Source: an optimization exercise on an open RTL-to-GDS flow (aim: a short achievable clock period and few clock cycles). Production flows keep margins and buffers that such runs may drop. In this exercise RTL edits were held to simulation tests only and were not proved equivalent to the original. Power figures rest on the tool's default switching activity, not on a simulated workload.

==> design.v <==
module mem_io_responder #(
  parameter int          Nloc      = 64,
  parameter int          Dbits     = 32,
  parameter logic [31:0] DMEM_BASE = 32'h1001_0000,
  parameter logic [31:0] IO_BASE   = 32'h1003_0000
) (
  input  logic              clk,
  input  logic              reset,
  input  logic [31:0]       mem_addr,
  input  logic              mem_rd,
  input  logic              mem_wr,
  input  logic [Dbits-1:0]  mem_writedata,
  output logic [Dbits-1:0]  mem_readdata,
  output logic              cpu_enable,
  output logic [15:0]       led
);
  localparam int AW = $clog2(Nloc);
  logic        wait_q;           
  logic [15:0] led_q;
  logic [31:0] cycle_q, cycle_inc;
  logic        err_q;
  logic [Nloc-1:0][Dbits-1:0] ram_q;
  logic [Dbits-1:0]           rdata_q, rdata_d, ram_or, ram_rd;
  logic             wb_vld_q;
  logic [Nloc-1:0]  wb_we_q;
  logic [AW-1:0]    wb_idx_q;
  logic [Dbits-1:0] wb_data_q;
  logic             fwd;
  logic          aligned;
  logic          dmem_hit;
  logic          io_base;
  logic          io_led, io_cyc, io_stat, io_hit;
  logic [AW-1:0] ram_idx;
  always_comb begin
    aligned  = (mem_addr[1:0] == 2'b00);
    io_base  = aligned && (mem_addr[31:16] == IO_BASE[31:16]) &&
               (mem_addr[15:4] == 12'd0);
    io_led   = io_base && (mem_addr[3:2] == 2'd0);
    io_cyc   = io_base && (mem_addr[3:2] == 2'd1);
    io_stat  = io_base && (mem_addr[3:2] == 2'd2);
    io_hit   = io_led | io_cyc | io_stat;
    ram_idx  = mem_addr[AW+1:2];
  end
  mio_hit #(.BASE(DMEM_BASE[31:16]), .AW(AW)) u_hit (.addr(mem_addr), .hit(dmem_hit));
  logic done, st_req, ld_req, ram_st;
  always_comb begin
    done   = !mem_rd || wait_q;
    st_req = done && mem_wr;
    ld_req = done && mem_rd && !mem_wr;
    ram_st = st_req && dmem_hit && !reset;
  end
  localparam int NG = 4;
  localparam int GW = Dbits / NG;
  logic [NG-1:0][Nloc-1:0] rsel;
  logic [Nloc-1:0]         wen;
  for (genvar g = 0; g < NG; g++) begin : g_rdec
    mio_dec #(.G(g)) u_dec (.idx(ram_idx), .en(1'b1), .mask(wb_we_q), .sel(rsel[g]));
  end
  mio_dec #(.G(NG)) u_wdec (.idx(ram_idx), .en(ram_st), .mask('0), .sel(wen));
  for (genvar b = 0; b < Dbits; b++) begin : g_bit
    logic [31:0] t1;
    logic [7:0]  t2;
    logic [3:0]  t3;
    for (genvar k = 0; k < 32; k++) begin : g_l1
      mio_aoi22 u (.a(ram_q[2*k][b]), .b(rsel[b / GW][2*k]), .c(ram_q[2*k+1][b]), .d(rsel[b / GW][2*k+1]),
                   .y(t1[k]));
    end
    for (genvar m = 0; m < 8; m++) begin : g_l2
      mio_nand4 u (.a(t1[4*m]), .b(t1[4*m+1]), .c(t1[4*m+2]), .d(t1[4*m+3]), .y(t2[m]));
    end
    for (genvar n = 0; n < 4; n++) begin : g_l3
      mio_nor2 u (.a(t2[2*n]), .b(t2[2*n+1]), .y(t3[n]));
    end
    mio_nand4 u_l4 (.a(t3[0]), .b(t3[1]), .c(t3[2]), .d(t3[3]), .y(ram_or[b]));
  end
  assign fwd       = wb_vld_q && (wb_idx_q == ram_idx);
  assign ram_rd    = ram_or | (wb_data_q & {Dbits{fwd}});
  assign cycle_inc = cycle_q + 32'd1;
  always_comb begin
    rdata_d = '0;
    if (dmem_hit) rdata_d = ram_rd;
    if (io_led)   rdata_d = Dbits'(led_q);
    if (io_cyc)   rdata_d = Dbits'(cycle_inc);
    if (io_stat)  rdata_d = Dbits'(err_q);
  end
  assign cpu_enable   = done;
  assign mem_readdata = rdata_q;
  assign led          = led_q;
  always_ff @(posedge clk) begin
    rdata_q   <= rdata_d;
    wb_idx_q  <= ram_idx;
    wb_data_q <= mem_writedata;
    wb_vld_q  <= ram_st;
    wb_we_q   <= wen;
    if (reset) begin
      wait_q  <= 1'b0;
      led_q   <= 16'd0;
      cycle_q <= 32'd0;
      err_q   <= 1'b0;
    end else begin
      wait_q  <= mem_rd && !wait_q;
      cycle_q <= cycle_inc;
      if (st_req) begin
        if (dmem_hit) begin
        end else if (io_led) begin
          led_q <= mem_writedata[15:0];
        end else if (io_cyc) begin
          cycle_q <= 32'(mem_writedata);
        end else if (io_stat) begin
          if (mem_writedata[0]) err_q <= 1'b0;
        end else begin
          err_q <= 1'b1;
        end
      end else if (ld_req) begin
        if (!dmem_hit && !io_hit) err_q <= 1'b1;
      end
    end
  end
  always_ff @(posedge clk) begin
    for (int i = 0; i < Nloc; i++)
      if (wb_we_q[i]) ram_q[i] <= wb_data_q;
  end
endmodule
module mio_hit #(
  parameter logic [15:0] BASE = 16'h1001,
  parameter int          AW   = 6
) (
  input  logic [31:0] addr,
  output logic        hit
);
  assign hit = (addr[1:0] == 2'b00) && (addr[31:16] == BASE) && (addr[15:AW+2] == '0);
endmodule
module mio_dec #(
  parameter int G = 0
) (
  input  logic [5:0]  idx,
  input  logic        en,
  input  logic [63:0] mask,
  output logic [63:0] sel
);
  logic [3:0] pd0, pd1, pd2, pd2e;
  mio_pdec u_pd0 (.a(idx[0]), .b(idx[1]), .y(pd0));
  mio_pdec u_pd1 (.a(idx[2]), .b(idx[3]), .y(pd1));
  mio_pdec u_pd2 (.a(idx[4]), .b(idx[5]), .y(pd2));
  for (genvar j = 0; j < 4; j++) begin : g_en
    mio_and2 u (.a(pd2[j]), .b(en), .y(pd2e[j]));
  end
  for (genvar i = 0; i < 64; i++) begin : g_sel
    mio_and3m u (.a(pd0[i % 4]), .b(pd1[(i / 4) % 4]), .c(pd2e[i / 16]), .m(mask[i]),
                 .y(sel[i]));
  end
endmodule
module mio_pdec (input logic a, b, output logic [3:0] y);
  assign y[0] = ~a & ~b;
  assign y[1] =  a & ~b;
  assign y[2] = ~a &  b;
  assign y[3] =  a &  b;
endmodule
module mio_and2 (input logic a, b, output logic y);
  assign y = a & b;
endmodule
module mio_and3m (input logic a, b, c, m, output logic y);
  assign y = a & b & c & ~m;
endmodule
module mio_aoi22 (input logic a, b, c, d, output logic y);
  assign y = ~((a & b) | (c & d));
endmodule
module mio_nand4 (input logic a, b, c, d, output logic y);
  assign y = ~(a & b & c & d);
endmodule
module mio_nor2 (input logic a, b, output logic y);
  assign y = ~(a | b);
endmodule
==> run.sh <==
#!/bin/bash
# synth_recipe.tcl (not shown) runs the flow's synth.tcl, then flattens the netlist and writes it again
# the make line also repeats each setting of config.mk as NAME=value (left out here)
make -C /OpenROAD-flow-scripts/flow DESIGN_CONFIG=/design/flow/config.mk WORK_HOME=/design/flow/orfs CLKGATE_MAP_FILE= SYNTH_SCRIPT=/design/flow/synth_recipe.tcl finish
==> config.mk <==
export PLATFORM = sky130hd
export DESIGN_NAME = mem_io_responder
export DESIGN_NICKNAME = mem_io_responder
export VERILOG_FILES = /design/flow/design.v
export SDC_FILE = /design/flow/constraint.sdc
export NUM_CORES = 4
export LEC_CHECK = 0
export ABC_CLOCK_PERIOD_IN_PS = 2000
export CAP_MARGIN = 20
export CORE_MARGIN = 2
export CORE_UTILIZATION = 50
export SETUP_SLACK_MARGIN = 2.9
export SLEW_MARGIN = 20
export SYNTH_HIERARCHICAL = 1
export SYNTH_MINIMUM_KEEP_SIZE = 0
export TNS_END_PERCENT = 100
==> constraint.sdc <==
create_clock -name core_clock -period 5.5 [get_ports {clk}]
set_input_delay 1.1000 -clock core_clock [delete_from_list [all_inputs] [get_ports {clk}]]
set_output_delay 1.1000 -clock core_clock [all_outputs]
set_load 0.01 [all_outputs]
==> results of run 1 <==
## power breakdown
group	internal [mW]	total, mW	switching, mW
clock network	8.18	14.5	6.34
registers	18.5	18.5	0.0158
logic	0.241	0.980	0.739
## sequential cells by signal (all words and copies together), names as in the netlist
register and cells:
wb_vld_q 1, wait_q 1, led_q 16, wb_we_q 64, cycle_q 32, ram_q 2048, wb_idx_q 6, rdata_q 32
err_q 1, wb_data_q 32
## Yosys stat by module, one instance, submodules excluded, a selection
module	area, um2	flip-flops and latches	times used	cells inside
mio_and3m	10.01	0	320	1
mio_nor2	3.754	0	128	1
mio_pdec	26.28	0	15	4
mio_aoi22	12.51	0	1024	1
mem_io_responder	67460	2233	1	2594
mio_nand4	6.256	0	288	1
mio_and2	6.256	0	20	1
## metal layers
layer  up-vias  routed length, um  track usage [%]
li1      20590                  -                -
met1     25440             102400            39.42
met2      2340             123200            46.81
met3       517              21020            5.317
met4         2              12380            11.83
met5         -                 13                0
## stage by stage
step                      total power, mW  hold WS, ps
after floorplan                     19.26        482.3
after global placement              19.75        498.7
after detailed placement            19.76        515.8
after CTS                           34.18        489.3
after global routing                34.89        468.7
final                               34.02        509.4
## what timing repair did
action | 4_1_cts | 5_1_grt
cloned | 12 | 2
pin swaps | 48 | 29
gates resized for setup | 761 | 109
hold buffers | 0 | 0
setup buffers | 93 | 31
setup endpoints to repair | 193 | 133
## cell usage after synthesis, drive strengths merged (2+ instances only)
master	n	area (um2)
a21oi	36	180.2
or4	5	41.29
nor3	4	20.02
a22oi	1024	12810
o22ai	27	168.9
edfxtp	2048	61500
and4	4	35.03
nand2	13	48.80
and2b	15	131.4
nand3	15	75.07
xor2	26	227.7
a211o	2	17.52
nor4b	7	67.56
o21ai	4	20.02
buf	2	12.51
nor2	204	765.7
conb	2	7.510
inv	6	22.52
clkbuf	28	105.1
nand4	305	1908
or3	2	17.52
a211oi	24	185.2
nor4	20	137.6
and3	2	12.51
and4b	321	3213
nor3b	2	15.01
mux2i	33	330.3
xnor2	10	87.58
nor2b	15	93.84
nand3b	3	22.52
dfxtp	185	3704
and2	36	244.0
## critical path, cell delays in order
cell and delay [ps]:
buf_6 140, buf_12 190, buf_4 140, nor2b_4 60, buf_8 160, and4b_4 230
a22oi_2 290, nand4_1 150, nor2_2 200, nand4_1 280, a21oi_2 370, o22ai_4 160
## cell type report
class                   instances  area (um2)
diodes                         17       42.54
clock buffers                 306        6057
clock inverters               102       859.6
fillers                     12660       69720
inverters                       6       22.52
multi-input cells            2260       22680
flip-flops and latches       2233       65500
well taps                    2310        2890
repair buffers                388        3781
## kinds of logic after synthesis
logic type	share of synthesized area (%)
AOI/OAI and AO/OA	15.60
xor gates and xnor gates	0.3651
adders and majority gates	0.01449
buffers and inverters	0.1623
DFF	75.51
muxes	0.3956
other	0.008697
and+or+nand+nor	7.946
## how the worst max path moves through the flow
stage / start / to / slack, ps
6_report: mem_addr[4] / rdata_q[30]$_SDFF_PP0_ / 2720
5_1_grt: mem_addr[5] / rdata_q[0]$_DFF_P_ / 2810
4_1_cts: mem_addr[6] / rdata_q[0]$_DFF_P_ / 2840
3_5_place_dp: mem_addr[5] / rdata_q[16]$_SDFF_PP0_ / 810
3_3_place_gp: mem_addr[5] / rdata_q[16]$_SDFF_PP0_ / 830
2_1_floorplan: mem_addr[6] / cycle_q[30]$_SDFF_PP0_ / 2510
==> out/metrics.yaml, run 1 <==
synth_edf_count: 2048
max-vdd-ir-drop_v: 0.0003424
grt_pass1_wl_mm: 360.6
rows: 152
drc: 0
ys_ff_latch: 2233
grt_max_degree: 66
overflow: 0
end_kind: "register"
layout.cells.non_filler: 7622
final.setup.tns_ps: 0
seq_area_frac_synth_pct: 75.51
worstMarginPinSlew_ps: 1106
antenna_found_initial: 21
hold_depth: 1
yosys_warnings: 7
r2r_cells: 8
syn_area_mm2: 0.08635
skew_ps: 23.73
min_path_type: "input pin to register"
mostFrequentLayoutCells: "edfxtp_1, a22oi_2, nand4_1"
post_dp_cell_area_mm2: 0.09189
root_buffer: "clkbuf_16"
crit_arrival_ps: 3480
clockBufferDepth: 3
rrSetupSlack_ps: 2830
crit_path_start_kind: "input pin"
die_x_um: 419.6
finalCriticalPeriod_ps: 2777
grtUsageTotal_pct: 29.15
place_hpwl_mm: 156.8
clk_pin_slew_ps: 60
pre_cts_ws_ps: 809.0
p_leak_nw: 31.18
wire_per_inst_um: 33.98
regToRegEndpoint: "rdata_q[30]$_SDFF_PP0_"
place_congestion: 0.8597
max_freq_ghz: 0.3601
slew_viol_final: 0
ios: 117
final_common_cell: "edfxtp_1"
fin_area_mm2: 0.1018
path_class: "input pin to register"
first_global_vias: 47410
clk_latency_ps: 850
drive_above_1_share_pct: 41.19
cts_sinks: 2233
relSlewSlack_pct: 25.99
vias: 48890
start_util_pct: 50.34
async_flop_share_pct: 0
worst-path-max-fanout: 8
syn_to_final_growth_pct: 17.92
rsz0062_at_grt: "true"
cts_tree: "built"
maxCapViolCount: 0
wirelength_mm: 259.0
ys_types: 53
setup_viol: 0
chipHeight_um: 419.6
htree_levels: 4
syn_inst: 4444
dp.cells: 7059
dieArea_mm2: 0.1760
fin_ws_ps: 2723
r2r_start: "wb_we_q[28]$_DFF_P_"
hp-start: "mem_addr[2]"
final_core_util_pct: 59.36
power.density_mw_per_mm2: 334.1
ys.flop_type: "edfxtp_1"
status: "complete, no violations"
hold_viol: 0
numCtsBuffers: 220
first_pass_iters: 6
cp.required_ps: 6200
coreArea_mm2: 0.1715
io_buffers: 116
synth.avg_cell_area_um2: 19.43
final_nets: 5178
initialDrtViolationCount: 6361
holdPathEnd: "wb_idx_q[0]$_DFF_P_"
antenna_left: 0
viasPerCell: 6.415
period_share_pct: 50.49
Testbench counts, summed over its fixed seeds: cycles 32,650.
==> run 2: changes to the inputs <==
--- a/config.mk
+++ b/config.mk
@@ -10,3 +10,4 @@
 export CORE_MARGIN = 2
-export CORE_UTILIZATION = 50
+export CORE_UTILIZATION = 65
+export PLACE_DENSITY = 0.75
 export SETUP_SLACK_MARGIN = 2.9
==> run 2 against run 1 <==
Compared with the run above:
- via count up 2.0%
- final cell count decreased by 8.1%
- register-to-register slack hardly changed
- largest power group unchanged
- worst setup slack gained 7.2 ps
- worst hold slack improved by 18 ps
- critical path type unchanged
- critical endpoint is now cycle_q[28]$_SDFF_PP0_
- non-clock buffer count decreased by 33
- largest cell class unchanged
- wire length fell by 5.6%
- count of clock-buffer cells in the layout fell by 29
- still clean on timing, DRC and antenna
- sequential share of layout area grew 0.54 points
- clock power is essentially flat
- power barely moved
- fmax increased by 0.26%
==> out/metrics.yaml, run 2 <==
syn_inst: 4444  # unchanged
place_congestion: 0.8978  # +4.4%
ys_top_cells_by_area: "edfxtp_1, a22oi_2, dfxtp_1"
cp_slowest_stage_delay_ps: 540  # +170 ps
hold_viol: 0  # unchanged
power.density_mw_per_mm2: 336.7  # +0.79%
fin_area_mm2: 0.1010  # -0.78%
grtUsageTotal_pct: 35.61  # +6.5 points
die_x_um: 368.5  # -12%
synth.largest_area_cell: "edfxtp_1"
first_pass_iters: 5  # -1
viasPerCell: 7.122  # +11%
cpMostUsedCell: "or4_4"
cp.required_ps: 6240  # +40 ps
final_common_cell: "edfxtp_1"
synth.avg_cell_area_um2: 19.43  # unchanged
setup_viol: 0  # unchanged
crit_buf_inv: 2  # -2
seq_area_frac_synth_pct: 75.51  # unchanged
ys_ff_latch: 2233  # unchanged
end_kind: "register"
slew_viol_final: 0  # unchanged
maxCapViolCount: 0  # unchanged
grt_max_degree: 66  # unchanged
clk_pin_slew_ps: 60  # about the same
crit_family: "simple AND/OR/NAND/NOR gates"
reg.largest.list: "ram_q (2048), wb_we_q (64)"
numCtsBuffers: 210  # -4.5%
ys.flop_type: "edfxtp_1"
clk_latency_ps: 840  # about the same
htree_levels: 4  # unchanged
status: "complete, no violations"
coreArea_mm2: 0.1316  # -23%
drc: 0  # unchanged
async_flop_share_pct: 0  # unchanged
cts_sinks: 2233  # unchanged
dieArea_mm2: 0.1358  # -23%
antenna_left: 0  # unchanged
crit_chain: "buf_16 > buf_12 > or4_4 > or3_1 > or4_4 > or3_4 > a211oi_2"
synth_edf_count: 2048  # unchanged
syn_to_final_growth_pct: 17.00
antenna_found_initial: 13  # -38%
place_hpwl_mm: 147.4  # -6.0%
worst-path-max-fanout: 5  # -3
first_global_vias: 48370  # +2.0%
synth_most_common_cell: "edfxtp_1"
skew_ps: 41.04  # +17.32 ps
yosys_warnings: 7  # unchanged
clockBufferDepth: 3  # unchanged
ys_top_cells_by_count: "edfxtp_1, a22oi_2, and4b_1"
period_share_pct: 50.36  # -0.13 points
crit_path_start_kind: "input pin"
mostFrequentLayoutCells: "edfxtp_1, a22oi_2, nand4_1"
vias: 49890  # +2.0%
ys_types: 53  # unchanged
path_class: "input pin to register"
drive_above_1_share_pct: 41.08  # -0.11 points
crit_arrival_ps: 3510  # +30 ps
cts_hold_buf: 0  # unchanged
initialDrtViolationCount: 7836  # +23%
root_buffer: "clkbuf_16"
wire_per_inst_um: 34.90  # +2.7%
overflow: 0  # unchanged
start_util_pct: 65.60  # +15 points
cts_tree: "built"
rows: 133  # -13%
largest_register_ffs: 2048  # unchanged
io_buffers: 116  # unchanged
slowest_stage: "or4_4"
syn_area_mm2: 0.08635  # unchanged
synth_top_area_share_pct: 71.22  # unchanged
finalCriticalPeriod_ps: 2770  # -7.150 ps
post_dp_cell_area_mm2: 0.09113  # -0.82%
top_register: "ram_q"
worstMarginPinSlew_ps: 1208  # +102.1 ps
max-vdd-ir-drop_v: 0.0003140  # -8.3%
p_leak_nw: 31.10  # -0.26%
chipHeight_um: 368.5  # -12%
relSlewSlack_pct: 19.16  # -6.8 points
ios: 117  # unchanged
final_nets: 5136  # -0.81%
final.setup.tns_ps: 0  # unchanged
wirelength_mm: 244.5  # -5.6%
grt_pass1_wl_mm: 344.7  # -4.4%
max_freq_ghz: 0.3611  # +0.26%
min_path_type: "register to register"
rsz0062_at_grt: "true"
-- run 2: cell counts after synthesis --
No cell type changed its count.
-- run 2: logic make-up after synthesis --
kind of cell	count (synthesis)	share of synthesized area, %
adder cells (fa/ha/maj)	1	0.01449
AND/OR/NAND/NOR	975	7.946
AO/OA/AOI/OAI	1127	15.60
other	2	0.008697
multiplexers	34	0.3956
flip-flops	2233	75.51
XOR/XNOR	36	0.3651
buffers and inverters	36	0.1623
-- run 2: final cells by class --
| type | instances | area [um2] |
|---|---|---|
| Sequential cell | 2233 | 65520 |
| Fill cell | 7016 | 30600 |
| Multi-Input combinational cell | 2261 | 22740 |
| Clock buffer | 277 | 5751 |
| Timing Repair Buffer | 355 | 3587 |
| Tap cell | 1755 | 2196 |
| Clock inverter | 111 | 1182 |
| Inverter | 6 | 26.28 |
| Antenna cell | 7 | 17.52 |
-- run 2: report_power, final --
part           total, mW  internal, mW  switching [mW]  leakage, nW
registers           18.5          18.5         0.00838         20.0
logic              0.975         0.245           0.731         7.74
clock network       14.5          8.30            6.24         3.39
-- run 2: path summary, 6_finish.rpt --
check                   startpoint                      to  slack (ps)  depth (start not counted)
max                    mem_addr[6]  cycle_q[28]$_SDFF_PP0_        2730                          7
max reg2reg    wb_we_q[58]$_DFF_P_  rdata_q[11]$_SDFF_PP0_        2840                          8
min          led_q[8]$_SDFFE_PP0P_   led_q[8]$_SDFFE_PP0P_         530                          2
min reg2reg  led_q[8]$_SDFFE_PP0P_   led_q[8]$_SDFFE_PP0P_         530                          2
-- run 2: tightest hold or removal path: stages (launching register included) --
cell	delay [ps]
dfxtp_1	350
mux2i_1	70
nor2_1	70
-- run 2: metal layers --
| metal | routed length (um) | up-vias | global-route usage [%] | part of all wire, % |
|---|---|---|---|---|
| met2 | 112600 | 3341 | 54.23 | 46 |
| met4 | 11690 | 2 | 14.94 | 4.8 |
| met5 | 13 | - | 0 | 0.0053 |
| met1 | 90060 | 25460 | 49.62 | 37 |
| li1 | - | 20490 | - | - |
| met3 | 30150 | 592 | 8.962 | 12 |
-- run 2: modules after synthesis, one instance, submodules excluded, excerpt --
module            area [um2]  copies in the design
mem_io_responder       67460                     1
mio_pdec               26.28                    15
mio_aoi22              12.51                  1024
mio_and3m              10.01                   320
mio_and2               6.256                    20
mio_nand4              6.256                   288
mio_nor2               3.754                   128
-- run 2: repair_timing --
action,CTS,global route
cloned,8,8
hold endpoints to repair,0,0
pin swaps,44,62
buffers inserted,41,58
setup endpoints to repair,194,150
resized for setup,677,234
-- run 2: per-stage QoR --
| stage | hold WS (ps) | util, % | worst slack (ps) | power (mW) | std cells |
|---|---|---|---|---|---|
| after detailed placement | 513.0 | 69.23 | 992.4 | 19.73 | 6495 |
| after floorplan | 482.3 | - | 2507 | 19.26 | 4522 |
| final | 526.9 | 76.75 | 2730 | 34.02 | 7005 |
| after CTS | 530.1 | 75.84 | 2735 | 34.04 | 6932 |
| after global placement | 506.7 | 69.23 | 972.9 | 19.71 | 6495 |
| after global routing | 559.6 | 76.74 | 2739 | 34.75 | 6999 |
==> run 3: changes to the inputs <==
--- a/design.v
+++ b/design.v
@@ -22,3 +22,3 @@
   logic [Nloc-1:0][Dbits-1:0] ram_q;
-  logic [Dbits-1:0]           rdata_q, rdata_d, ram_or, ram_rd;
+  logic [Dbits-1:0]           rdata_q, rdata_d, io_rd, wb_rd;
   logic             wb_vld_q;
@@ -56,3 +56,3 @@
   for (genvar g = 0; g < NG; g++) begin : g_rdec
-    mio_dec #(.G(g)) u_dec (.idx(ram_idx), .en(1'b1), .mask(wb_we_q), .sel(rsel[g]));
+    mio_dec #(.G(g)) u_dec (.idx(ram_idx), .en(dmem_hit), .mask(wb_we_q), .sel(rsel[g]));
   end
@@ -70,16 +70,17 @@
     end
-    for (genvar n = 0; n < 4; n++) begin : g_l3
+    for (genvar n = 0; n < 2; n++) begin : g_l3
       mio_nor2 u (.a(t2[2*n]), .b(t2[2*n+1]), .y(t3[n]));
     end
-    mio_nand4 u_l4 (.a(t3[0]), .b(t3[1]), .c(t3[2]), .d(t3[3]), .y(ram_or[b]));
+    mio_nor3 u_l3io (.a(t2[4]), .b(t2[5]), .c(io_rd[b]), .y(t3[2]));
+    mio_nor3 u_l3wb (.a(t2[6]), .b(t2[7]), .c(wb_rd[b]), .y(t3[3]));
+    mio_nand4 u_l4 (.a(t3[0]), .b(t3[1]), .c(t3[2]), .d(t3[3]), .y(rdata_d[b]));
   end
-  assign fwd       = wb_vld_q && (wb_idx_q == ram_idx);
-  assign ram_rd    = ram_or | (wb_data_q & {Dbits{fwd}});
   assign cycle_inc = cycle_q + 32'd1;
   always_comb begin
-    rdata_d = '0;
-    if (dmem_hit) rdata_d = ram_rd;
-    if (io_led)   rdata_d = Dbits'(led_q);
-    if (io_cyc)   rdata_d = Dbits'(cycle_inc);
-    if (io_stat)  rdata_d = Dbits'(err_q);
+    fwd   = dmem_hit && wb_vld_q && (wb_idx_q == ram_idx);
+    wb_rd = wb_data_q & {Dbits{fwd}};
+    io_rd = '0;
+    if (io_led)  io_rd = Dbits'(led_q);
+    if (io_cyc)  io_rd = Dbits'(cycle_inc);
+    if (io_stat) io_rd = Dbits'(err_q);
   end
@@ -173 +174,4 @@
 endmodule
+module mio_nor3 (input logic a, b, c, output logic y);
+  assign y = ~(a | b | c);
+endmodule
--- a/config.mk
+++ b/config.mk
@@ -10,4 +10,3 @@
 export CORE_MARGIN = 2
-export CORE_UTILIZATION = 65
-export PLACE_DENSITY = 0.75
+export CORE_UTILIZATION = 50
 export SETUP_SLACK_MARGIN = 2.9
==> run 3 against run 2 <==
Compared with the run above:
- register-to-register slack improved by 60 ps
- critical path type unchanged
- final area increased by 1.0%
- fmax increased by 2.2%
- largest power group unchanged
- still clean
- die area increased by 30%
- clock skew decreased by 12 ps
- sequential power about the same
- highest routed layer unchanged
- worst hold slack got worse by 47 ps
- area after synthesis increased by 0.36%
==> out/metrics.yaml, run 3 <==
status: "complete, no violations"
cp_slowest_stage_delay_ps: 290  # -250 ps
numCtsBuffers: 222  # +5.7%
syn_area_mm2: 0.08666  # +0.36%
end_kind: "register"
rsz0062_at_grt: "true"
fill_cells: 12760  # +82%
clk_pin_slew_ps: 60  # about the same
coreArea_mm2: 0.1719  # +31%
grtUsageTotal_pct: 29.43  # -6.2 points
ios: 117  # unchanged
clockBufferDepth: 3  # unchanged
mostFrequentLayoutCells: "edfxtp_1, a22oi_2, nand4_1"
max_freq_ghz: 0.3689  # +2.2%
place_congestion: 0.8734  # -2.7%
io_buffers: 116  # unchanged
antenna_left: 0  # unchanged
clk_latency_ps: 860  # +20 ps
async_flop_share_pct: 0  # unchanged
slowest_stage: "nand4_1"
period_share_pct: 49.28  # -1.1 points
chipHeight_um: 420.3  # +14%
ys_top_cells_by_count: "edfxtp_1, a22oi_2, and4b_1"
overflow: 0  # unchanged
power.density_mw_per_mm2: 333.5  # -0.96%
grt_max_degree: 66  # unchanged
max-vdd-ir-drop_v: 0.0003288  # +4.7%
ys_ff_latch: 2233  # unchanged
synth_most_common_cell: "edfxtp_1"
ys.flop_type: "edfxtp_1"
seq_area_frac_synth_pct: 75.24  # -0.27 points
final_core_util_pct: 59.36  # -17 points
worst-path-max-fanout: 8  # +3
dp.cells: 7050  # +8.5%
start_util_pct: 50.41  # -15 points
synth.avg_cell_area_um2: 19.58  # +0.79%
rows: 152  # +14%
final_common_cell: "edfxtp_1"
viasPerCell: 6.441  # -9.6%
ys_top_cells_by_area: "edfxtp_1, a22oi_2, dfxtp_1"
crit_chain: "buf_4 > nor2_1 > nand4_1 > nor2_4 > buf_12 > buf_16 > and2_4 > and4b_4 > a22oi_2 > nand4_1 > nor2_4 > nand4_1"
wire_per_inst_um: 34.52  # -1.1%
setup_viol: 0  # unchanged
htree_levels: 4  # unchanged
cpMostUsedCell: "nand4_1"
skew_ps: 29.16  # -11.89 ps
top_register: "ram_q"
ys_types: 50  # -5.7%
cts_hold_buf: 0  # unchanged
first_pass_iters: 5  # unchanged
wirelength_mm: 261.7  # +7.0%
hold_viol: 0  # unchanged
maxCapViolCount: 0  # unchanged
worstMarginPinSlew_ps: 1130  # -78.00 ps
min_path_type: "register to register"
synth_top_area_share_pct: 70.97  # -0.26 points
drive_above_1_share_pct: 43.19  # +2.1 points
largest_register_ffs: 2048  # unchanged
root_buffer: "clkbuf_16"
die_x_um: 420.3  # +14%
cp.required_ps: 6150  # -90 ps
reg.largest.list: "ram_q (2048), wb_we_q (64)"
final.setup.tns_ps: 0  # unchanged
syn_inst: 4425  # -0.43%
crit_path_start_kind: "input pin"
slew_viol_final: 0  # unchanged
final_nets: 5138  # +0.039%
cts_sinks: 2233  # unchanged
vias: 48820  # -2.1%
yosys_warnings: 7  # unchanged
place_hpwl_mm: 166.5  # +13%
synth.largest_area_cell: "edfxtp_1"
antenna_found_initial: 12  # -1
synth_edf_count: 2048  # unchanged
finalCriticalPeriod_ps: 2710  # -59.21 ps
initialDrtViolationCount: 5878  # -25%
cts_tree: "built"
relSlewSlack_pct: 24.37  # +5.2 points
crit_arrival_ps: 3360  # -150 ps
layout.cells.non_filler: 7580  # +8.2%
p_leak_nw: 31.07  # about the same
syn_to_final_growth_pct: 17.75
drc: 0  # unchanged
grt_pass1_wl_mm: 365.5  # +6.0%
hold_ws_ps: 480.3  # -46.64 ps
first_global_vias: 48240  # -0.28%
path_class: "input pin to register"
dieArea_mm2: 0.1767  # +30%
==> run 3: metal layers <==
metal	routed length, um	up-vias	track usage, %
met1	106700	25500	40.96
met5	89	-	0
met3	21140	504	5.265
met4	10530	12	10.69
met2	123200	2279	46.61
li1	-	20530	-
==> run 3: power breakdown <==
group / internal [mW] / switching [mW]
clock network: 8.44 / 6.43
registers: 18.5 / 0.0304
logic: 0.115 / 0.505
==> run 3: cell families (layout without fill, tap and decap cells) <==
kind of cell,Yosys count,in the layout,synth area share [%]
xor+xnor,34,34,0.3436
simple gates,1031,1044,8.734
buf+inv,29,795,0.1530
compound gates,1078,1078,15.30
flops,2233,2233,75.24
fa+ha+maj,1,1,0.01444
mux,18,18,0.2079
other cells,1,67,0.004327
==> run 3: final timing paths <==
kind	from	to	slack (ps)	depth (start not counted)
setup / recovery	mem_addr[27]	rdata_q[8]$_DFF_P_	2790	12
hold / removal	err_q$_SDFFE_PP0P_	err_q$_SDFFE_PP0P_	480	2
setup reg to reg	cycle_q[0]$_SDFF_PP0_	rdata_q[30]$_DFF_P_	2900	8
hold reg to reg	err_q$_SDFFE_PP0P_	err_q$_SDFFE_PP0P_	480	2
==> run 3: layout make-up <==
cell class	count	area [um2]	area share, %
Sequential cell	2233	65460	64.14
Multi-Input combinational cell	2239	23240	22.77
Clock buffer	299	6077	5.955
Timing Repair Buffer	369	3311	3.244
Tap cell	2310	2890	2.832
Clock inverter	123	1055	1.034
Inverter	4	15.01	0.01471
Antenna cell	3	7.507	0.007357
==> run 3: worst max-delay path, delay by kind of cell <==
| kind | cells | cell delay, ps |
|---|---|---|
| compound gates | 1 | 250 |
| buf+inv | 3 | 460 |
| simple gates | 8 | 1530 |
==> run 3: Yosys stat by module, one instance, submodules excluded, a selection <==
module | cell area, um2 | cells inside
mio_pdec | 26.28 | 4
mio_and3m | 10.01 | 1
mio_nand4 | 6.256 | 1
mem_io_responder | 67370 | 2575
mio_and2 | 6.256 | 1
mio_aoi22 | 12.51 | 1
mio_nor3 | 10.01 | 1
mio_nor2 | 3.754 | 1
==> run 3: timing repair <==
item | CTS | global route
resized for setup | 700 | 91
pin swaps | 73 | 80
buffers inserted | 55 | 31
gates cloned | 15 | 4
endpoints found under the setup margin | 195 | 45
==> run 3: stage by stage <==
step	setup slack [ps]	instance area, um2	power (mW)
floorplan	2731	87440	19.10
global placement	167.9	92640	19.48
detailed placement	199.3	92640	19.49
CTS	2876	101500	34.21
global route	2816	102000	34.91
finish	2790	102000	34.03
Testbench counts of run 3, summed over its fixed seeds: cycles 32,650.
==> run 4: changes to the inputs <==
--- a/config.mk
+++ b/config.mk
@@ -10,3 +10,4 @@
 export CORE_MARGIN = 2
-export CORE_UTILIZATION = 50
+export CORE_UTILIZATION = 65
+export PLACE_DENSITY = 0.75
 export SETUP_SLACK_MARGIN = 2.9
==> run 4 against run 3 <==
Compared with the run above:
- sequential cell count unchanged
- critical path depth decreased by 3
- sequential share of layout area increased by 1.1 points
- first-iteration DRC count increased by 16%
- die area decreased by 23%
- register-to-register slack about the same
- worst hold slack got worse by 9.9 ps
- final cell count decreased by 8.6%
- sequential power about the same
- critical path type unchanged
- largest cell class unchanged
==> out/metrics.yaml, run 4 <==
power.density_mw_per_mm2: 337.2  # +1.1%
ys_types: 50  # unchanged
grtUsageTotal_pct: 35.50  # +6.1 points
hold_viol: 0  # unchanged
rows: 133  # -13%
r2r_start: "cycle_q[5]$_SDFF_PP0_"
cts_sinks: 2233  # unchanged
top_register: "ram_q"
maxCapViolCount: 0  # unchanged
crit_arrival_ps: 3320  # -40 ps
path_class: "input pin to register"
grt_pass1_wl_mm: 343.4  # -6.0%
synth_top_family_by_area: "compound AO/OA/AOI/OAI gates"
clk_latency_ps: 830  # -30 ps
place_hpwl_mm: 151.0  # -9.4%
status: "complete, no violations"
initialDrtViolationCount: 6840  # +16%
cts_hold_buf: 0  # unchanged
synth_compound_area_share_pct: 15.30  # unchanged
startpoint: "mem_addr[7]"
cpMostUsedCell: "nand4_1"
dieArea_mm2: 0.1363  # -23%
start_util_pct: 65.67  # +15 points
coreArea_mm2: 0.1320  # -23%
chipHeight_um: 369.1  # -12%
root_buffer: "clkbuf_16"
cp.required_ps: 6160  # about the same
crit_chain: "buf_2 > bufbuf_16 > and2b_2 > and2_4 > and4b_4 > a22oi_2 > nand4_1 > nor2_1 > nand4_1"
clockBufferDepth: 3  # unchanged
vias: 49310  # +1.0%
overflow: 0  # unchanged
antenna_left: 0  # unchanged
synthAdderAreaFrac_pct: 0.01444  # unchanged
setup_viol: 0  # unchanged
drive_above_1_share_pct: 42.26  # -0.93 points
hp-start: "err_q$_SDFFE_PP0P_"
largest_register_ffs: 2048  # unchanged
async_flop_share_pct: 0  # unchanged
first_global_vias: 47930  # -0.64%
worstMarginPinSlew_ps: 1086  # -44.61 ps
syn_area_mm2: 0.08666  # unchanged
fin_ws_ps: 2843  # +52.95 ps
max-vdd-ir-drop_v: 0.0004420  # +34%
period_share_pct: 48.32  # -0.96 points
ys_ff_latch: 2233  # unchanged
mostFrequentLayoutCells: "edfxtp_1, a22oi_2, nand4_1"
finalCriticalPeriod_ps: 2657  # -52.95 ps
max_freq_ghz: 0.3763  # +2.0%
final_common_cell: "edfxtp_1"
ios: 117  # unchanged
slowest_stage: "bufbuf_16"
synth_top_area_share_pct: 70.97  # unchanged
synth.largest_area_cell: "edfxtp_1"
final_nets: 5056  # -1.6%
die_x_um: 369.1  # -12%
ys.flop_type: "edfxtp_1"
synth_edf_count: 2048  # unchanged
antenna_found_initial: 15  # +3
end_kind: "register"
htree_levels: 4  # unchanged
relSlewSlack_pct: 27.48  # +3.1 points
first_pass_iters: 9  # +4
io_buffers: 116  # unchanged
viasPerCell: 7.118  # +11%
seq_area_frac_synth_pct: 75.24  # unchanged
syn_inst: 4425  # unchanged
yosys_warnings: 7  # unchanged
place_congestion: 0.8941  # +2.4%
wire_per_inst_um: 34.90  # +1.1%
yosys.area_share.simple_pct: 8.734  # unchanged
rsz0062_at_grt: "true"
drc: 0  # unchanged
wirelength_mm: 241.8  # -7.6%
worst-path-max-fanout: 16  # +8
skew_ps: 35.93  # +6.768 ps
numCtsBuffers: 210  # -5.4%
ys_top_cells_by_area: "edfxtp_1, a22oi_2, dfxtp_1"
synth_xor_area_share_pct: 0.3436  # unchanged
p_leak_nw: 30.51  # -1.8%
clk_pin_slew_ps: 60  # about the same
synth_most_common_cell: "edfxtp_1"
crit_path_start_kind: "input pin"
min_path_type: "register to register"
cts_tree: "built"
reg.largest.list: "ram_q (2048), wb_we_q (64)"
grt_max_degree: 66  # unchanged
slew_viol_final: 0  # unchanged
muxShareOfSynthArea_pct: 0.2079  # unchanged
syn_to_final_growth_pct: 15.75
final.setup.tns_ps: 0  # unchanged
pre_cts_ws_ps: 932.8  # +733.5 ps
synth.avg_cell_area_um2: 19.58  # unchanged
ys_top_cells_by_count: "edfxtp_1, a22oi_2, and4b_1"
cp_slowest_stage_delay_ps: 360  # +70 ps
## run 4: changes by cell type in the layout (fill, tap and decap cells not counted), sizes merged
| cell | change |
|---|---|
| or4b | -2 |
| clkinvlp | -1 |
| diode | +2 |
| clkbuf | -10 |
| bufinv | +10 |
| buf | -76 |
| dlygate4sd2 | -3 |
| clkinv | -22 |
| inv | -5 |
| clkdlybuf4s15 | +9 |
| and2 | +1 |
## run 4: worst paths after layout
path	slack [ps]	to	depth (start not counted)
max	2840	rdata_q[1]$_DFF_P_	9
min	470	err_q$_SDFFE_PP0P_	2
max reg2reg	2900	rdata_q[30]$_DFF_P_	8
min reg2reg	470	err_q$_SDFFE_PP0P_	2
## run 4: repair_timing
action,CTS,global route
setup endpoints to repair,195,104
setup buffers,16,13
gates cloned,13,2
resized for setup,553,127
pin swaps,41,40
## run 4: power breakdown
part / switching [mW] / internal (mW)
Combinational: 0.492 / 0.107
Sequential: 0.0182 / 18.5
Clock: 6.11 / 8.59
Total: 6.62 / 27.2
## run 4: metal layers
metal  GRT usage (%)  up-vias  part of all wire, %
li1                -    20290                    -
met1           49.59    25290                   37
met2           54.66     3188                   47
met3           7.180      525                   11
met4           16.16       14                  5.0
met5               0        -                0.033
## run 4: Yosys stat by module, one instance, submodules excluded, a selection
module / copies in the design / flops+latches
mio_and2: 20 / 0
mio_nor2: 64 / 0
mio_nand4: 288 / 0
mio_aoi22: 1024 / 0
mem_io_responder: 1 / 2233
mio_nor3: 64 / 0
mio_pdec: 15 / 0
mio_and3m: 320 / 0
## run 4: area by class of cell
cell class                      instances  area, um2
Clock buffer                          288       5856
Multi-Input combinational cell       2238      23010
Tap cell                             1755       2196
Fill cell                            7257      31650
Sequential cell                      2233      65470
Timing Repair Buffer                  300       2599
Clock inverter                        105       1159
Antenna cell                            5      12.51
Inverter                                4      15.01
## run 4: kinds of logic after synthesis
| group | count (synthesis) |
|---|---|
| DFF | 2233 |
| AOI/OAI and AO/OA | 1078 |
| and+or+nand+nor | 1031 |
| xor gates and xnor gates | 34 |
| buffers and inverters | 29 |
| muxes | 18 |
| adders and majority gates | 1 |
| other | 1 |
## run 4: per-stage QoR
step           hold WS, ps  power [mW]  instances  util (%)  instance area (um2)
6_report             470.4       33.83       6928     76.01               100300
3_3_place_gp         453.4       19.44       6486     69.64                91900
4_1_cts              469.8       33.89       6908     75.73                99930
3_5_place_dp         462.7       19.46       6486     69.64                91900
2_1_floorplan        438.4       19.10       4488         -                87440
5_1_grt              499.8       34.57       6924     76.01               100300
## run 4: critical path: cells and delay by family
kind / cells / cell delay, ps
AOI/OAI and AO/OA: 1 / 200
buffers and inverters: 2 / 610
and+or+nand+nor: 6 / 1380
==> run 5: changes to the inputs <==
--- a/config.mk
+++ b/config.mk
@@ -12,3 +12,3 @@
 export PLACE_DENSITY = 0.75
-export SETUP_SLACK_MARGIN = 2.9
+export SETUP_SLACK_MARGIN = 3.1
 export SLEW_MARGIN = 20
==> run 5 against run 4 <==
Compared with the run above:
- combinational power grew 2%
- worst setup slack gained 48 ps
- area after synthesis is the same
- die area stayed put
- critical path depth grew 4
- critical path type unchanged
- largest cell class unchanged
==> out/metrics.yaml, run 5 <==
synth_top_area_share_pct: 70.97  # unchanged
overflow: 0  # unchanged
grt_max_degree: 66  # unchanged
startpoint: "mem_addr[16]"
worst-path-max-fanout: 8  # -8
multi_input_area_mm2: 0.02338  # +1.6%
power_mw: 33.40  # -1.3%
yosys_warnings: 7  # unchanged
dieArea_mm2: 0.1363  # unchanged
hold_viol: 0  # unchanged
final_nets: 5096  # +0.79%
ys_top_cells_by_count: "edfxtp_1, a22oi_2, and4b_1"
die_x_um: 369.1  # unchanged
synth_most_common_cell: "edfxtp_1"
synth.largest_area_cell: "edfxtp_1"
top_register: "ram_q"
r2r_start: "cycle_q[1]$_SDFF_PP0_"
ys_ff_latch: 2233  # unchanged
max-vdd-ir-drop_v: 0.0003512  # -21%
maxCapViolCount: 0  # unchanged
min_path_type: "register to register"
ys.flop_type: "edfxtp_1"
coreArea_mm2: 0.1320  # unchanged
fill_cells: 7089  # -2.3%
numCtsBuffers: 211  # +0.48%
clockBufferDepth: 3  # unchanged
p_sw_mw: 6.665  # +0.69%
chipHeight_um: 369.1  # unchanged
syn_to_final_growth_pct: 16.62
first_pass_iters: 8  # -1
ios: 117  # unchanged
syn_inst: 4425  # unchanged
start_util_pct: 65.67  # unchanged
grt_pass1_wl_mm: 343.5  # about the same
ys_top_cells_by_area: "edfxtp_1, a22oi_2, dfxtp_1"
finalCriticalPeriod_ps: 2609  # -48.16 ps
htree_levels: 4  # unchanged
syn_area_mm2: 0.08666  # unchanged
final.setup.tns_ps: 0  # unchanged
viasPerCell: 7.086  # -0.45%
antenna_found_initial: 10  # -5
io_buffers: 116  # unchanged
wire_per_inst_um: 34.88  # about the same
crit_path_start_kind: "input pin"
combPwrFrac_pct: 1.8  # about the same
seq_area_frac_synth_pct: 75.24  # unchanged
cts_sinks: 2233  # unchanged
cts_tree: "built"
p_int_mw: 26.73  # -1.7%
grtUsageTotal_pct: 35.62  # +0.12 points
antenna_left: 0  # unchanged
clk_latency_ps: 840  # about the same
status: "complete, no violations"
rows: 133  # unchanged
initialDrtViolationCount: 6861  # +0.31%
ys_types: 50  # unchanged
relSlewSlack_pct: 38.26  # +11 points
async_flop_share_pct: 0  # unchanged
place_hpwl_mm: 150.5  # -0.31%
hp-start: "err_q$_SDFFE_PP0P_"
path_class: "input pin to register"
layout.cells.non_filler: 6971  # +0.62%
drive_above_1_share_pct: 44.19  # +1.9 points
seq_area_mm2: 0.06554  # +0.12%
slew_viol_final: 0  # unchanged
root_buffer: "clkbuf_16"
rsz0062_at_grt: "true"
dp.cells: 6475  # -0.17%
swShare_pct: 19.95  # +0.39 points
wirelength_mm: 243.1  # +0.55%
worstMarginPinSlew_ps: 926.1  # -159.5 ps
hold_ws_ps: 519.6  # +49.16 ps
crit_arrival_ps: 3290  # -30 ps
place_congestion: 0.8839  # -1.1%
synth.avg_cell_area_um2: 19.58  # unchanged
drc: 0  # unchanged
skew_ps: 28.57  # -7.355 ps
vias: 49400  # +0.17%
first_global_vias: 48220  # +0.62%
cp.required_ps: 6180  # +20 ps
power.density_mw_per_mm2: 330.5  # -2.0%
setup_viol: 0  # unchanged
clk_pin_slew_ps: 60  # about the same
reg.largest.list: "ram_q (2048), wb_we_q (64)"
mostFrequentLayoutCells: "edfxtp_1, a22oi_2, nand4_1"
p_clk_share_pct: 42.7  # -0.8 points
cts_hold_buf: 0  # unchanged
largest_register_ffs: 2048  # unchanged
synth_edf_count: 2048  # unchanged
p_seq_share_pct: 55.4  # +0.6 points
max_freq_ghz: 0.3832  # +1.8%
final_common_cell: "edfxtp_1"
period_share_pct: 47.44  # -0.88 points
p_leak_nw: 30.73  # +0.75%
end_kind: "register"
run 5: timing repair:
item / 4_1_cts / 5_1_grt
gates resized for setup: 891 / 68
pin swaps: 112 / 58
gates cloned: 21 / 2
setup endpoints to repair: 195 / 132
setup buffers: 53 / 18
run 5: metrics by stage:
stage | setup WS (ps) | utilization (%) | instance area (um2)
final | 2891 | 76.58 | 101100
after global routing | 2876 | 76.58 | 101100
after CTS | 2947 | 76.28 | 100700
after detailed placement | 1034 | 69.60 | 91850
after global placement | 1026 | 69.60 | 91850
after floorplan | 2731 | - | 87440
run 5: cells by family (layout without fill, tap and decap cells):
| logic type | count (synthesis) | after routing | share of synthesized area [%] |
|---|---|---|---|
| DFF | 2233 | 2233 | 75.24 |
| AOI/OAI and AO/OA | 1078 | 1078 | 15.30 |
| and+or+nand+nor | 1031 | 1049 | 8.734 |
| xor gates and xnor gates | 34 | 34 | 0.3436 |
| buffers and inverters | 29 | 735 | 0.1530 |
| muxes | 18 | 18 | 0.2079 |
| adders and majority gates | 1 | 1 | 0.01444 |
| other | 1 | 68 | 0.004327 |
run 5: Yosys stat by module (local to each module, per instance), excerpt:
module,cells inside,cell area [um2],flops+latches
mio_nor2,1,3.754,0
mio_nor3,1,10.01,0
mio_and2,1,6.256,0
mio_and3m,1,10.01,0
mio_pdec,4,26.28,0
mio_aoi22,1,12.51,0
mio_nand4,1,6.256,0
mem_io_responder,2575,67370,2233
run 5: worst max-delay path: stages:
cell     delay, ps
buf_6           90
nor4b_4        120
nand4_1        120
nor2_4          50
buf_12         130
buf_12         130
buf_16         150
and2_4         210
and4b_4        250
a22oi_2        200
nand4_1        240
nor3_4         330
nand4_1        130
run 5: area by class of cell:
type,instances,area share [%]
clock buffers,298,5.802
inverters,4,0.01981
well taps,1755,2.173
diodes,4,0.009904
repair buffers,333,3.085
multi-input cells,2244,23.14
flip-flops and latches,2233,64.86
clock inverters,100,0.9174
run 5: worst paths after layout:
kind                         endpoint  slack (ps)  cells after the start
setup reg to reg  rdata_q[30]$_DFF_P_        2980                      8
hold reg to reg    err_q$_SDFFE_PP0P_         520                      2
hold / removal     err_q$_SDFFE_PP0P_         520                      2
setup / recovery   rdata_q[0]$_DFF_P_        2890                     13
run 5: power groups by stage:
| stage | clock network, mW | logic [mW] | registers, mW |
|---|---|---|---|
| after CTS | 14.4 | 0.583 | 18.5 |
| after floorplan | 0 | 0.0857 | 19.0 |
| after global routing | 15.0 | 0.624 | 18.5 |
| after global placement | 0 | 0.535 | 18.9 |
| final | 14.3 | 0.611 | 18.5 |
| after detailed placement | 0 | 0.553 | 18.9 |
run 5: per-layer routing:
layer,part of all wire (%),global-route usage [%]
met1,37,49.65
met2,47,54.51
met3,11,7.650
met4,5.0,16.53
met5,0.016,0
==> run 6: changes to the inputs <==
--- a/config.mk
+++ b/config.mk
@@ -12,3 +12,3 @@
 export PLACE_DENSITY = 0.75
-export SETUP_SLACK_MARGIN = 3.1
+export SETUP_SLACK_MARGIN = 3.3
 export SLEW_MARGIN = 20
==> run 6 against run 5 <==
Compared with the run above:
- combinational power is 1% lower
- area after synthesis stayed put
- largest power group unchanged
- sequential share of layout area is 0.31 points lower
- first-iteration DRC count is 5.1% higher
- clock skew is 6.3 ps lower
- final cell count is 0.62% higher
- still clean on timing, DRC and antenna
- sequential power hardly changed
- critical path type unchanged
- wire length is 1.4% higher
- register-to-register slack worse by 160 ps
==> out/metrics.yaml, run 6 <==
min_path_type: "register to register"
ys_ff_latch: 2233  # unchanged
async_flop_share_pct: 0  # unchanged
swShare_pct: 19.79  # -0.16 points
max-vdd-ir-drop_v: 0.0003761  # +7.1%
die_x_um: 369.1  # unchanged
clk_pin_slew_ps: 60  # about the same
use_met2_pct: 54.67  # +0.16 points
syn_to_final_growth_pct: 17.11
grt_pass1_wl_mm: 348.9  # +1.6%
cp_slowest_stage_delay_ps: 370  # +40 ps
power.density_mw_per_mm2: 333.0  # +0.75%
skew_ps: 22.26  # -6.316 ps
crit_family: "simple AND/OR/NAND/NOR gates"
hold_ws_ps: 479.8  # -39.79 ps
end_kind: "register"
io_buffers: 116  # unchanged
place_congestion: 0.9298  # +5.2%
setup_viol: 0  # unchanged
grt_most_used_layer: "met2"
p_clk_share_pct: 43.4  # +0.7 points
top_register: "ram_q"
viasPerCell: 7.125  # +0.54%
max_freq_ghz: 0.3592  # -6.3%
first_pass_iters: 6  # -2
ys_top_cells_by_area: "edfxtp_1, a22oi_2, dfxtp_1"
maxCapViolCount: 0  # unchanged
ys.flop_type: "edfxtp_1"
final.setup.tns_ps: 0  # unchanged
crit_path_start_kind: "input pin"
synth_edf_count: 2048  # unchanged
synth.largest_area_cell: "edfxtp_1"
p_seq_share_pct: 54.8  # -0.6 points
grt_max_degree: 66  # unchanged
fill_cells: 7079  # -0.14%
syn_area_mm2: 0.08666  # unchanged
syn_inst: 4425  # unchanged
cts_hold_buf: 0  # unchanged
status: "complete, no violations"
yosys.area_share.simple_pct: 8.734  # unchanged
htree_levels: 4  # unchanged
finalCriticalPeriod_ps: 2784  # +174.4 ps
worstMarginPinSlew_ps: 1099  # +172.9 ps
synthAdderAreaFrac_pct: 0.01444  # unchanged
path_class: "input pin to register"
synth_top_area_share_pct: 70.97  # unchanged
ys_types: 50  # unchanged
rows: 133  # unchanged
antenna_left: 0  # unchanged
largest_register_ffs: 2048  # unchanged
power_mw: 33.79  # +1.2%
relSlewSlack_pct: 26.46  # -12 points
vias: 49970  # +1.2%
drc: 0  # unchanged
worst-path-max-fanout: 8  # unchanged
synth_compound_area_share_pct: 15.30  # unchanged
start_util_pct: 65.67  # unchanged
overflow: 0  # unchanged
synth_xor_area_share_pct: 0.3436  # unchanged
seq_area_frac_synth_pct: 75.24  # unchanged
period_share_pct: 50.61  # +3.2 points
synth_top_family_by_area: "compound AO/OA/AOI/OAI gates"
final_common_cell: "edfxtp_1"
p_int_mw: 27.10  # +1.4%
synth.avg_cell_area_um2: 19.58  # unchanged
cp.required_ps: 6120  # -60 ps
clk_latency_ps: 830  # about the same
slew_viol_final: 0  # unchanged
muxShareOfSynthArea_pct: 0.2079  # unchanged
crit_chain: "buf_2 > nor4b_4 > nand3_2 > nor2_4 > buf_12 > buf_16 > buf_4 > and2_4 > and4b_4 > a22oi_2 > nand4_1 > nor3_2 > nand4_1"
cpMostUsedCell: "nand4_1"
p_leak_nw: 31.14  # +1.3%
coreArea_mm2: 0.1320  # unchanged
mostFrequentLayoutCells: "edfxtp_1, a22oi_2, nand4_1"
cts_tree: "built"
initialDrtViolationCount: 7213  # +5.1%
root_buffer: "clkbuf_16"
cts_sinks: 2233  # unchanged
yosys_warnings: 7  # unchanged
grtUsageTotal_pct: 36.10  # +0.48 points
ys_top_cells_by_count: "edfxtp_1, a22oi_2, and4b_1"
chipHeight_um: 369.1  # unchanged
crit_buf_inv: 4  # unchanged
slowest_stage: "nor3_2"
wirelength_mm: 246.6  # +1.4%
first_global_vias: 48570  # +0.73%
wire_per_inst_um: 35.16  # +0.81%
grt_use_met1_pct: 51.25  # +1.6 points
numCtsBuffers: 209  # -0.95%
use_met3_pct: 7.626  # -0.024 points
rsz0062_at_grt: "true"
combPwrFrac_pct: 1.8  # about the same
antenna_found_initial: 10  # unchanged
p_sw_mw: 6.688  # +0.35%
dieArea_mm2: 0.1363  # unchanged
place_hpwl_mm: 153.6  # +2.1%
clockBufferDepth: 3  # unchanged
ios: 117  # unchanged
drive_above_1_share_pct: 44.56  # +0.37 points
final_nets: 5140  # +0.86%
synth_most_common_cell: "edfxtp_1"
reg.largest.list: "ram_q (2048), wb_we_q (64)"
crit_arrival_ps: 3400  # +110 ps
hold_viol: 0  # unchanged
-- run 6: changes by cell type in the layout (fill, tap and decap cells not counted), moves of 22 or more --
cell	delta
nor2_2	-32
and4b_2	+24
nor2_1	+26
and4b_4	-22
buf_4	+52
clkbuf_1	-23
-- run 6: cell families after synthesis --
logic type | count (synthesis)
and+or+nand+nor | 1031
other | 1
adders and majority gates | 1
buffers and inverters | 29
xor gates and xnor gates | 34
AOI/OAI and AO/OA | 1078
muxes | 18
DFF | 2233
-- run 6: power by group through the flow --
stage	sequential (mW)	combinational, mW	clock [mW]
detailed placement	18.9	0.549	0
floorplan	19.0	0.0863	0
global placement	18.9	0.532	0
global route	18.5	0.618	15.4
finish	18.5	0.602	14.7
CTS	18.5	0.569	14.7
-- run 6: worst register-to-register path, cell delays in order (launching register included) --
cell and delay, ps:
dfxtp_2 870, buf_4 450, and4b_4 330, a22oi_2 130, nand4_1 280, nor3_4 350
nand4_1 130
-- run 6: cell type report --
class	count	area [um2]	area share (%)
Clock inverter	113	1089	1.073
Antenna cell	5	12.51	0.01233
Tap cell	1755	2196	2.164
Timing Repair Buffer	381	3498	3.447
Clock buffer	281	5904	5.818
Multi-Input combinational cell	2242	23260	22.92
Sequential cell	2233	65510	64.55
Inverter	4	17.52	0.01726
-- run 6: path summary, 6_finish.rpt --
check	from	endpoint	slack (ps)	cells after the start
hold reg to reg	cycle_q[0]$_SDFF_PP0_	cycle_q[0]$_SDFF_PP0_	480	1
hold / removal	cycle_q[0]$_SDFF_PP0_	cycle_q[0]$_SDFF_PP0_	480	1
setup reg to reg	wb_we_q[37]$_DFF_P_	rdata_q[23]$_DFF_P_	2820	6
setup / recovery	mem_addr[28]	rdata_q[13]$_DFF_P_	2720	13
-- run 6: through the flow --
stage | cells | util, % | instance area (um2) | setup slack [ps]
floorplan | 4488 | - | 87450 | 2731
global placement | 6485 | 69.64 | 91890 | 945.4
detailed placement | 6485 | 69.64 | 91890 | 907.5
CTS | 6973 | 76.42 | 100800 | 2859
global route | 7009 | 76.89 | 101500 | 2743
finish | 7014 | 76.90 | 101500 | 2716
-- run 6: repair_timing --
action	CTS	global route
pin swaps	48	57
cloned	16	5
resized for setup	800	102
setup buffers	78	31
endpoints found under the setup margin	194	165
-- run 6: metal layers --
| metal | wire (um) | vias up |
|---|---|---|
| met5 | 34 | - |
| met4 | 12300 | 4 |
| met3 | 28410 | 528 |
| met2 | 113700 | 3350 |
| met1 | 92170 | 25650 |
| li1 | - | 20440 |
-- run 6: per-module statistics from Yosys, one instance, submodules excluded, a selection --
module | flip-flops and latches | area (um2) | times used | cells
mio_and2 | 0 | 6.256 | 20 | 1
mio_pdec | 0 | 26.28 | 15 | 4
mio_nand4 | 0 | 6.256 | 288 | 1
mem_io_responder | 2233 | 67370 | 1 | 2575
mio_aoi22 | 0 | 12.51 | 1024 | 1
mio_nor3 | 0 | 10.01 | 64 | 1
==> run 7: changes to the inputs <==
--- a/config.mk
+++ b/config.mk
@@ -10,5 +10,5 @@
 export CORE_MARGIN = 2
-export CORE_UTILIZATION = 65
-export PLACE_DENSITY = 0.75
-export SETUP_SLACK_MARGIN = 3.3
+export CORE_UTILIZATION = 70
+export PLACE_DENSITY = 0.8
+export SETUP_SLACK_MARGIN = 2.9
 export SLEW_MARGIN = 20
==> run 7 against run 6 <==
Compared with the run above:
- area after synthesis stayed put
- core utilization up 4.5 points
- critical path type unchanged
- sequential cell count stayed put
- final cell count decreased by 2.7%
- non-clock buffer count fell by 56
- synthesized cell count stayed put
- register-to-register slack about the same
- sequential power barely moved
- final area is 1.0% lower
- first-iteration DRC count increased by 6.4%
- still clean on timing, DRC and antenna
- highest routed layer unchanged
- via count up 0.10%
==> out/metrics.yaml, run 7 <==
hold_depth: 2  # +1
fin_ws_ps: 2698  # -17.80 ps
pre_cts_ws_ps: 751.6  # -155.9 ps
synth.largest_area_cell: "edfxtp_1"
cpMostUsedCell: "nand4_1"
relSlewSlack_pct: 20.80  # -5.7 points
coreArea_mm2: 0.1233  # -6.6%
ys.flop_type: "edfxtp_1"
crit_path_start_kind: "input pin"
path_class: "input pin to register"
first_global_vias: 49020  # +0.92%
status: "complete, no violations"
crit_arrival_ps: 3560  # +160 ps
reg.largest.list: "ram_q (2048), wb_we_q (64)"
largest_register_ffs: 2048  # unchanged
r2r_start: "cycle_q[0]$_SDFF_PP0_"
syn_to_final_growth_pct: 15.88
crit_family: "simple AND/OR/NAND/NOR gates"
rows: 129  # -3.0%
yosys_warnings: 7  # unchanged
grtUsageTotal_pct: 37.86  # +1.8 points
syn_inst: 4425  # unchanged
grt_max_degree: 66  # unchanged
max_freq_ghz: 0.3569  # -0.64%
cts_tree: "built"
finalCriticalPeriod_ps: 2802  # +17.80 ps
final.setup.tns_ps: 0  # unchanged
viasPerCell: 7.326  # +2.8%
root_buffer: "clkbuf_16"
slowest_stage: "and4b_4"
antenna_left: 0  # unchanged
r2r_cells: 8  # +2
synth.avg_cell_area_um2: 19.58  # unchanged
overflow: 0  # unchanged
clk_pin_slew_ps: 60  # about the same
ys_ff_latch: 2233  # unchanged
clk_latency_ps: 840  # about the same
skew_ps: 29.66  # +7.407 ps
antenna_found_initial: 7  # -3
regToRegEndpoint: "rdata_q[30]$_DFF_P_"
syn_area_mm2: 0.08666  # unchanged
htree_levels: 4  # unchanged
min_path_type: "register to register"
post_dp_cell_area_mm2: 0.09161  # -0.31%
mostFrequentLayoutCells: "edfxtp_1, a22oi_2, nand4_1"
worst-path-max-fanout: 8  # unchanged
power.density_mw_per_mm2: 334.6  # +0.48%
slew_viol_final: 0  # unchanged
drive_above_1_share_pct: 42.28  # -2.3 points
seq_area_frac_synth_pct: 75.24  # unchanged
first_pass_iters: 6  # unchanged
max-vdd-ir-drop_v: 0.0003580  # -4.8%
p_leak_nw: 30.58  # -1.8%
cts_sinks: 2233  # unchanged
period_share_pct: 50.94  # +0.32 points
grt_pass1_wl_mm: 340.9  # -2.3%
ys_top_cells_by_count: "edfxtp_1, a22oi_2, and4b_1"
top_register: "ram_q"
place_hpwl_mm: 145.7  # -5.2%
worstMarginPinSlew_ps: 1184  # +84.58 ps
setup_viol: 0  # unchanged
ys_top_cells_by_area: "edfxtp_1, a22oi_2, dfxtp_1"
wire_per_inst_um: 35.15  # about the same
fin_area_mm2: 0.1004  # -1.0%
dieArea_mm2: 0.1266  # -7.1%
synth_most_common_cell: "edfxtp_1"
drc: 0  # unchanged
crit_buf_inv: 4  # unchanged
rsz0062_at_grt: "true"
final_core_util_pct: 81.44  # +4.5 points
clockBufferDepth: 3  # unchanged
wirelength_mm: 240.0  # -2.7%
hp-start: "err_q$_SDFFE_PP0P_"
final_nets: 5081  # -1.1%
chipHeight_um: 355.9  # -3.6%
holdPathEnd: "err_q$_SDFFE_PP0P_"
synth_top_area_share_pct: 70.97  # unchanged
cts_hold_buf: 0  # unchanged
initialDrtViolationCount: 7677  # +6.4%
cp_slowest_stage_delay_ps: 400  # +30 ps
crit_chain: "buf_8 > nor4b_4 > nand4_1 > buf_4 > nor2_4 > buf_12 > buf_16 > and2_4 > and4b_4 > a22oi_2 > nand4_1 > nor3_2 > nand4_1"
ys_types: 50  # unchanged
maxCapViolCount: 0  # unchanged
cp.required_ps: 6260  # +140 ps
die_x_um: 355.9  # -3.6%
place_congestion: 0.9020  # -3.0%
ios: 117  # unchanged
end_kind: "register"
final_common_cell: "edfxtp_1"
start_util_pct: 70.28  # +4.6 points
numCtsBuffers: 206  # -1.4%
async_flop_share_pct: 0  # unchanged
rrSetupSlack_ps: 2820  # about the same
io_buffers: 116  # unchanged
vias: 50020  # +0.10%
hold_viol: 0  # unchanged
synth_edf_count: 2048  # unchanged
run 7: cell counts after synthesis:
No cell type changed its count.
run 7: logic make-up after synthesis:
| group | share of synthesized area (%) |
|---|---|
| other | 0.004327 |
| AND/OR/NAND/NOR | 8.734 |
| XOR/XNOR | 0.3436 |
| multiplexers | 0.2079 |
| AO/OA/AOI/OAI | 15.30 |
| flip-flops | 75.24 |
| buffers and inverters | 0.1530 |
| adder cells (fa/ha/maj) | 0.01444 |
run 7: what timing repair did:
action / CTS / global route
gates cloned: 19 / 5
gates resized for setup: 618 / 88
setup endpoints to repair: 194 / 128
pin swaps: 60 / 80
setup buffers: 50 / 18
run 7: worst reg2reg max path: stages, from the launching register on:
cell and delay (ps):
dfxtp_2 380, ha_4 180, nand3_1 120, or4_4 620, or4_1 440, a22oi_2 320, nor2_4 120, nor3_4 250
nand4_1 130
run 7: area by class of cell:
cell class                      instances  area [um2]
Sequential cell                      2233       65420
Multi-Input combinational cell       2242       23140
Fill cell                            5797       22890
Clock buffer                          280        5659
Timing Repair Buffer                  325        2992
Tap cell                             1637        2048
Clock inverter                        105        1155
Inverter                                4       15.01
Antenna cell                            2       5.005
run 7: per-module statistics from Yosys, one instance, submodules excluded, excerpt:
module / times used / cells inside / cell area, um2 / flip-flops and latches
mio_nor2: 64 / 1 / 3.754 / 0
mio_and2: 20 / 1 / 6.256 / 0
mio_and3m: 320 / 1 / 10.01 / 0
mem_io_responder: 1 / 2575 / 67370 / 2233
mio_nand4: 288 / 1 / 6.256 / 0
mio_nor3: 64 / 1 / 10.01 / 0
mio_aoi22: 1024 / 1 / 12.51 / 0
mio_pdec: 15 / 4 / 26.28 / 0
run 7: stage by stage:
| step | hold slack (ps) | instances | power [mW] |
|---|---|---|---|
| finish | 496.9 | 6828 | 33.60 |
| global route | 523.8 | 6827 | 34.32 |
| CTS | 467.3 | 6803 | 33.62 |
| detailed placement | 460.2 | 6349 | 19.45 |
| global placement | 447.7 | 6348 | 19.43 |
| floorplan | 438.4 | 4488 | 19.10 |
run 7: worst max-delay path by stage:
stage | from | to | slack [ps] | cells past startpoint
6_report | mem_addr[19] | rdata_q[26]$_DFF_P_ | 2700 | 13
5_1_grt | mem_addr[24] | rdata_q[23]$_DFF_P_ | 2700 | 14
4_1_cts | mem_addr[19] | rdata_q[20]$_DFF_P_ | 2810 | 13
3_5_place_dp | mem_addr[1] | rdata_q[31]$_DFF_P_ | 750 | 10
3_3_place_gp | mem_addr[22] | rdata_q[26]$_DFF_P_ | 910 | 10
2_1_floorplan | mem_addr[18] | rdata_q[13]$_DFF_P_ | 2730 | 9
run 7: routing by layer:
metal  vias up  track usage, %  wire length, um
li1      20330               -                -
met1     25200           52.35            85710
met2      3824           56.31           108900
met3       663           10.13            31800
met4         4           19.45            13640
met5         -               0               24
run 7: where the power goes:
part	internal, mW	switching (mW)	total (mW)
clock network	8.36	6.09	14.5
logic	0.111	0.497	0.608
registers	18.5	0.0198	18.5
total	27.0	6.61	33.6

[port drivers added, routing unchanged]
The flow's constraints put no driver on any port. The routed layouts listed below were extracted and timed again, unchanged, in two steps. Step 1 (the two cells are an assumption about what drives the block):
set clk [get_ports {clk}]
set_driving_cell -lib_cell sky130_fd_sc_hd__clkbuf_16 $clk
set_driving_cell -lib_cell sky130_fd_sc_hd__buf_2 [delete_from_list [all_inputs] $clk]
Step 2 also shifts input and output timing later by t, the mid clock arrival at the registers, as if the neighbouring blocks saw the same clock. Three values: ideal ports, drivers, drivers and shift; two values: the first two.
| run | t (ns) | slack for setup (ns) | hold slack, ns | worst setup path at the end |
|---|---|---|---|---|
| run 1 | 0.921 | 2.723 / 2.695 / 1.774 | 0.509 / 0.490 / 0.512 | input to register |
| run 2 | 0.911 | 2.730 / 2.750 / 1.839 | 0.527 / 0.527 / 0.527 | input to register |
| run 3 | 0.937 | 2.790 / 2.811 / 1.874 | 0.480 / 0.480 / 0.480 | input to register |
| run 4 | 0.893 | 2.843 / 2.864 / 2.005 | 0.470 / 0.470 / 0.470 | input to register |
| run 5 | 0.909 | 2.891 / 2.895 / 1.995 | 0.520 / 0.520 / 0.520 | input to register |
| run 6 | 0.914 | 2.716 / 2.774 / 1.860 | 0.480 / 0.480 / 0.480 | input to register |
| run 7 | 0.909 | 2.698 / 2.739 / 1.830 | 0.497 / 0.497 / 0.497 | input to register |
After both steps every run listed still meets setup and hold. The setup slack of run 1, which loses most, moves by -0.028 ns with the drivers and by -0.949 ns with both steps.
